What follows belongs to an exercise in optimizing a design on an open flow for small area, a short achievable clock period and few clock cycles per item; a production flow would make more cautious choices. The RTL was checked by simulation tests, not by an equivalence proof against the original design. Power and IR drop assume default switching activity.

## the baseline
==> flow/design.v (excerpt) <==
module slab_pool_chunk_allocator_unit (
  input  logic clk,
  input  logic rst_n,
  input  logic in_start,
  output logic in_busy,
  input  spca_pkg::in_item_t in_data,
  output logic out_strobe,
  output spca_pkg::out_item_t out_data,
  input  logic cfg_psel,
  input  logic cfg_penable,
  input  logic cfg_pwrite,
  input  logic [2:0] cfg_paddr,
  input  logic [31:0] cfg_pwdata,
  output logic [31:0] cfg_prdata,
  output logic cfg_pready
);
For scale: about 6900 flip-flops, about 260000 µm² of cells after synthesis.
export LEC_CHECK = 0
export CAP_MARGIN = 20
export CORE_MARGIN = 2
export CORE_UTILIZATION = 45
export CTS_BUF_LIST = sky130_fd_sc_hd__clkbuf_16
export CTS_CLUSTER_DIAMETER = 100
export CTS_CLUSTER_SIZE = 24
export SLEW_MARGIN = 20
export SYNTH_MEMORY_MAX_BITS = 8192
create_clock -name core_clock -period 12.0 [get_ports {clk}]
standard.sh (not shown) runs the stock make flow with config.mk's settings and CLKGATE_MAP_FILE= SYNTH_SCRIPT=/design/flow/synth_recipe.tcl, a recipe that flattens the netlist after the stock synthesis.
==> flow/flow/run.sh <==
#!/bin/bash
# Own layout flow: the standard flow, unchanged (standard synthesis included),
# except that timing repair aims at a setup slack well above zero, so that the
# layout reaches a clock period near the input-to-output floor rather than
# stopping at the 12 ns the constraint asks for. Constraints are the standard flow's.
set -euo pipefail
bash standard.sh synth > synth.log 2>&1
bash standard.sh finish SETUP_SLACK_MARGIN=6.6 > layout.log 2>&1
Testbench counts of the baseline, summed over its fixed seeds: cycles 12,016, items 12,000.
Input changes introduced in the candidate (baseline for comparison: the baseline):
--- a/flow/design.v
+++ b/flow/design.v
@@ -27,12 +27,13 @@
   input  logic [15:0] wrow_a,                
   input  logic [15:0] wrow_b,                
   input  logic [spca_pkg::IDX_W-1:0] widx,   
   input  logic [spca_pkg::IDX_W-1:0] wdata,
   input  logic [15:0] rrow,                  
   input  logic [spca_pkg::IDX_W-1:0] ridx,   
+  input  logic [63:0] rcol,                  
   output logic [spca_pkg::IDX_W-1:0] rdata
 );
   logic [IDX_W-1:0] mem [0:15][0:63];
   logic ph;
   logic [15:0] wa_r, wb_r;
   logic [IDX_W-1:0] wi_r, wd_r;
@@ -60,13 +61,13 @@
         mem[k][i] <= ~((mem[k][i] & {IDX_W{~(wa_r[k] & wcol[i])}}) |
                        (cdat[i] & {IDX_W{wb_r[k]}}));
   end
   logic [15:0] row;
   logic [63:0] col;
   assign row = rrow;
-  assign col = 64'd1 << ridx;
+  assign col = rcol;
   logic [IDX_W-1:0] part [0:15];
   logic [IDX_W-1:0] rsel;
   always_comb begin
     rsel = '0;
     for (int k = 0; k < 16; k++) begin
       part[k] = '0;
@@ -108,12 +109,13 @@
   logic [NSLOT_W-1:0] live_r;
   logic v_r;
   spca_pkg::in_item_t req_r;
   logic [CNT_W-1:0] eff, effm1, lvlp1;
   logic [NB-1:0] head_oh;
   logic [IDX_W-1:0] h_top;
+  logic [63:0] h_col;       
   logic h_exh, h_aex, h_frz;
   logic [CNT_W-1:0] eff_c;
   always_comb begin
     if (cpb_r == 7'd0) eff_c = 7'd1;
     else if (cpb_r > 7'd64) eff_c = 7'd64;
     else eff_c = cpb_r;
@@ -239,13 +241,13 @@
   assign ftail = fs5 == tail_r;
   logic [NB-1:0] lwrow;
   logic [NB-1:0] wa_k, wf_k, we_used, we_frd, we_unt, we_top;
   assign lwrow = {NB{is_free}} & fs_oh & ufree_k;
   spca_link_mem u_link (.clk(clk), .rst_n(rst_n), .wrow_a(lwrow), .wrow_b(wf_k),
                         .widx(fi), .wdata(f_top),
-                        .rrow(head_oh), .ridx(h_top), .rdata(lrd));
+                        .rrow(head_oh), .ridx(h_top), .rcol(h_col), .rdata(lrd));
   logic [CNT_W-1:0] used_n, frd_n, unt_n;
   logic [IDX_W-1:0] top_n;
   assign used_n = req_r.cmd ? x_used - 1'b1 : (need_claim ? 7'd1 : x_used + 1'b1);
   assign frd_n = req_r.cmd ? x_frd + 1'b1 : (need_claim ? 7'd0 : x_frd - 1'b1);
   assign unt_n = need_claim ? effm1 : h_unt - 1'b1;
   assign top_n = req_r.cmd ? fi : lrd;
@@ -384,12 +386,13 @@
       if (v_r) begin
         if (is_alloc) out_data <= fail ? {STATUS_FULL, 10'd0} : {STATUS_OK, s, a_idx};
         else out_data <= '0;
       end
     end
   end
+  always_ff @(posedge clk) h_col <= 64'd1 << h_top_n;
   always_ff @(posedge clk)
     if (rst_n) for (int k = 0; k < NB; k++) begin
       if (we_top[k]) top_r[k] <= top_n;
       if (pa_en[k]) prv_r[k] <= pa_d;
       else if (pb_en[k]) prv_r[k] <= pb_d;
       else if (pc_en[k]) prv_r[k] <= pc_d;
- The candidate completed; timing, DRC and antenna clean
- Via count of the first global-routing pass: the candidate vs the baseline down 1371
- ~same overall die area in the candidate and the baseline
- Against the baseline, the candidate comes in 2.7% lower on total wirelength of the detailed-routed design.
- Delta (the candidate minus the baseline): net count of the finished layout -about 4%; final cell area excluding filler cells lower; first-pass GRT wire length went down; post-route clock period utilization saw a decrease.
- Relative to the baseline, combinational fraction of design power has increased by 3.9 points in the candidate.
Testbench counts of the candidate, summed over its fixed seeds: cycles 12,016, items 12,000.

==> static timing again, ports no longer ideal <==
No port has a modelled driver above. Below, the same layouts with a new extraction and two added sets of constraints.
Step 1 (the two cells are an assumption about what drives the block):
set clk [get_ports {clk}]
set_driving_cell -lib_cell sky130_fd_sc_hd__clkbuf_16 $clk
set_driving_cell -lib_cell sky130_fd_sc_hd__buf_2 [delete_from_list [all_inputs] $clk]
Step 2 times the ports against the registers' clock, not the clock port: input delays grow and output delays shrink by t, the midpoint of the rising clock arrivals with the driver on.
a / b / c = ideal ports / drivers / drivers and shift; a / b = the first two.
run | shift t [ns] | setup WS [ns] | hold WS [ns] | clock arrival spread, ns | pins driven straight from the clock port
the baseline | 1.254 | 6.010 / 6.010 / 6.010 | 0.436 / 0.436 / 0.436 | 0.092 / 0.092 | 1
the candidate | 1.215 | 6.209 / 6.209 / 6.209 | 0.442 / 0.442 / 0.442 | 0.118 / 0.119 | 1
After both steps setup and hold are still met in every run listed.
